Context: an optimization exercise on an open-source flow, tuned for small area, a short achievable clock period and few clock cycles per item. The choices shown serve that exercise and are no tape-out recipe. At most, simulation tests tie the RTL to the original design; equivalence was not proved. No activity file was given, so power comes from the tool's default toggle rates.

## cpu_top
module cpu_top
(
    input  logic                  clk,
    input  logic                  rst,
    input  logic [data_width-1:0] mem_data_out,
    input  logic                  mem_cplt,
    output logic [addr_width-1:0] mem_addr,
    output logic [data_width-1:0] mem_data_in,
    output logic                  mem_r_en,
    output logic                  mem_w_en
);
    logic [8:0]  ba;         
    logic        bre;        
    logic        bwe;        
    logic        bdat;       
    logic        stp;        
    logic        wct;        
    logic [15:0] ir;
    logic [8:0]  pcn;        
    logic [8:0]  tgt;        
    logic [1:0]  es;         
    logic [15:0] a;
    logic [15:0] b;
    logic        wb_en;
    logic [3:0]  wb_rd;
    logic        f_eq;
    logic        f_lt;
    logic        f_gt;
    logic        init;       
    logic        writes;     
    logic        d_cmp;      
    logic [15:0] regs [num_regs];
    logic [2:0]  wop;
    logic        w_ld;
    logic        w_st;
    logic        w_ct;
    logic        fdone;
    logic        ddone;
    assign wop   = mem_data_out[15:13];
    assign w_ld  = (wop == op_load);
    assign w_st  = (wop == op_store);
    assign w_ct  = (wop == op_jump) || (wop == op_branch);
    assign fdone = mem_cplt && !bdat;
    assign ddone = mem_cplt && bdat;
    assign mem_addr    = ba;
    assign mem_r_en    = bre;
    assign mem_w_en    = bwe;
    assign mem_data_in = a;
    logic       w_cond;
    logic       w_take;
    logic       w_hold;
    logic       i_cond;
    logic       i_ct;
    logic       i_ld;
    logic       flag_pend;
    logic [8:0] w_target;
    logic [8:0] pc_next;
    function automatic logic cond_of(input logic [1:0] c, input logic eq, input logic lt,
                                     input logic gt);
        case (c)
  ...
Settings: LEC_CHECK=0, CAP_MARGIN=20, CORE_MARGIN=2, CORE_UTILIZATION=40, CTS_BUF_LIST=sky130_fd_sc_hd__clkbuf_8, CTS_CLUSTER_SIZE=20, PLACE_DENSITY=0.6, SETUP_SLACK_MARGIN=2.6, SLEW_MARGIN=20; clock period 5.0 ns.
standard.sh (not shown) runs the stock make flow with config.mk's settings and CLKGATE_MAP_FILE= SYNTH_SCRIPT=/design/flow/synth_recipe.tcl, a recipe that flattens the netlist after the stock synthesis.
==> flow/flow/run.sh <==
#!/bin/bash
# Standard layout, with plain buffers (not delay cells) on the ports.
export BUFFER_PORTS_ARGS="-buffer_cell sky130_fd_sc_hd__buf_2"
bash standard.sh > standard.log 2>&1
Next try:
- CTS_BUF_LIST: sky130_fd_sc_hd__clkbuf_8 -> default
- CTS_CLUSTER_SIZE: 20 -> default
- SETUP_SLACK_MARGIN: 2.6 -> 2.8
Result:
- final area goes up by 2.8%
- count of clock-buffer cells in the layout decreases by 11
- wire length climbs by 1.7%
No functional check of the RTL was part of any run of this note.

---

Another version of the RTL of cpu_top (not shown whole).
Size in the first run: ~1400 cells after synthesis, ~380 flip-flops, about 17000 sq um of cells after synthesis.
export LEC_CHECK = 0
export CAP_MARGIN = 20
export CORE_MARGIN = 2
export CORE_UTILIZATION = 60
export PLACE_DENSITY = 0.75
export SETUP_SLACK_MARGIN = 2.6
export SLEW_MARGIN = 20
create_clock -name core_clock -period 5.0 [get_ports {clk}]
Scripts as last shown in full above: flow/flow/run.sh
The first run ran to the end with no violations.
Then changed:
--- a/flow/config.mk
+++ b/flow/config.mk
@@ -9,4 +9,4 @@
 export CORE_MARGIN = 2
-export CORE_UTILIZATION = 60
-export PLACE_DENSITY = 0.75
+export CORE_UTILIZATION = 40
+export PLACE_DENSITY = 0.6
 export SETUP_SLACK_MARGIN = 2.6
The new run ran to the end with no violations.
Global-route usage goes down by 9.8 points.
Via count goes down by 3.9%.
Critical path depth does not change.
Register-to-register slack barely changes.
Final area goes up by 0.77%.
Hold slack improved by 0.019 ns.
Total power is about the same.
Count of clock-buffer cells in the layout goes up by 3.
Flip-flop and latch count stays the same.
No run of this note included a check of the RTL's function; only the layout flow was run.

---

Setup of v47:
Another version of the RTL of cpu_top (not shown whole).
Size: ~1400 cells after synthesis, roughly 370 flip-flops, roughly 17000 um^2 of cells after synthesis.
clock: 5.0 ns
lec_check: 0
cap_margin: 20
core_margin: 2
core_utilization: 40
cts_cluster_diameter: 100
cts_cluster_size: 25
place_density: 0.6
setup_slack_margin: 2.55
slew_margin: 20
Scripts as last shown in full above: flow/flow/run.sh
Having completed the whole flow, v47 delivered a layout that passed the timing, DRC and antenna checks.
Testbench counts of v47, summed over its fixed seeds: cycles 104,806, instrs 21,628.
The following lists how v54 was set up differently from v47:
Settings: changing SETUP_SLACK_MARGIN from 2.55 to 2.7.
Findings:
Number of filler instances in the final layout: v54 vs v47 down about 1.6%
Relative to v47, area share of buffers outside the clock network increased by 2.7 points in v54.
Summary — overall power after layout, v54 relative to v47: higher, by about 5%.
v47 -> v54: post-synthesis net count delta 0, exact match
On switching power total, v47 beats v54.
Sequential share of layout area in v54 vs v47: down 2.1 points
## Diff of input files: v18 against v54
Settings: a change of SETUP_SLACK_MARGIN from 2.7 to 2.5.
--- outcome ---
v18 ends up with lower switching power as a share of total power than v54 does. First-pass GRT wire length, v18 vs v54: down by a few percent. Diff v54 -> v18: register fraction of the total cell area went up, critical path depth now larger, post-synthesis cell count roughly the same, overall power after layout decreased by about 8% relative to the old numbers. Taking v54 as the reference point, the layout overhead on the synthesized area of v18 falls by 6.6 points. Looking only at data required time at the worst endpoint, and setting everything else aside, the higher value of v54 and v18 goes to v18. Compared with v54, length of routed met3 wiring in v18 decreased by more than 10%. Comparing v54 against v18, there is no change at all in combined area of all synthesized cells. Looking at leakage component of the power across both flows, v18 is the stronger of the two, with v54 trailing.
Input changes introduced in v29 (baseline for comparison: v18):
Settings: a change of SETUP_SLACK_MARGIN from 2.5 to 2.6.
## What came out
- v29 does worse than v18 on cell area.
- v18 → v29: total cell area at the placement stage barely changed; final total power climbed 3.2%; sequential share of layout area dropped 1.0 points; footprint of the flip-flops and latches barely changed; wire length climbed 1100 um.
- Compared with v18, in v29 actual slew at the worst max-slew pin fell by 36 ps; total met3 wirelength after detailed routing went up; synthesized cell count flat; cell depth of the worst setup path decreased 2.

==> re-timing with driven ports <==
Ports are ideal in the flow. The routed layouts listed here were re-timed in OpenROAD. Step 1 sets driving cells, clkbuf_16 on the clock port and buf_2 on the other inputs (assumed; they add their load-dependent delay and slew). Step 2, shift: input delay + t, output delay - t, t = (earliest + latest rising clock arrival at the registers) / 2. This alone moves slack from input paths to output paths. a / b / c = ideal / step 1 / step 2; a / b = the first two.
run	t, ns	setup slack, ns	slew at the worst register clock pin (ns)	worst slew at a driven data input, ns
the first run of note 1	0.671	2.408 / 2.408 / 2.022	0.07 / 0.07	0.04
the second run of note 1	0.599	2.303 / 2.303 / 2.056	0.06 / 0.06	0.06
the first run of note 2	0.580	2.460 / 2.460 / 2.103	0.07 / 0.07	0.04
the second run of note 2	0.619	2.450 / 2.450 / 2.105	0.06 / 0.06	0.05
v47	0.599	2.542 / 2.492 / 2.025	0.12 / 0.12	0.05
v54	0.587	2.550 / 2.502 / 2.126	0.11 / 0.11	0.06
v18	0.586	2.507 / 2.507 / 1.953	0.10 / 0.10	0.05
v29	0.585	2.609 / 2.563 / 2.089	0.10 / 0.10	0.05
After both steps every run listed still meets setup and hold. The setup slack of v18, which loses most, moves by 0.000 ns with the drivers and by -0.554 ns with both steps.
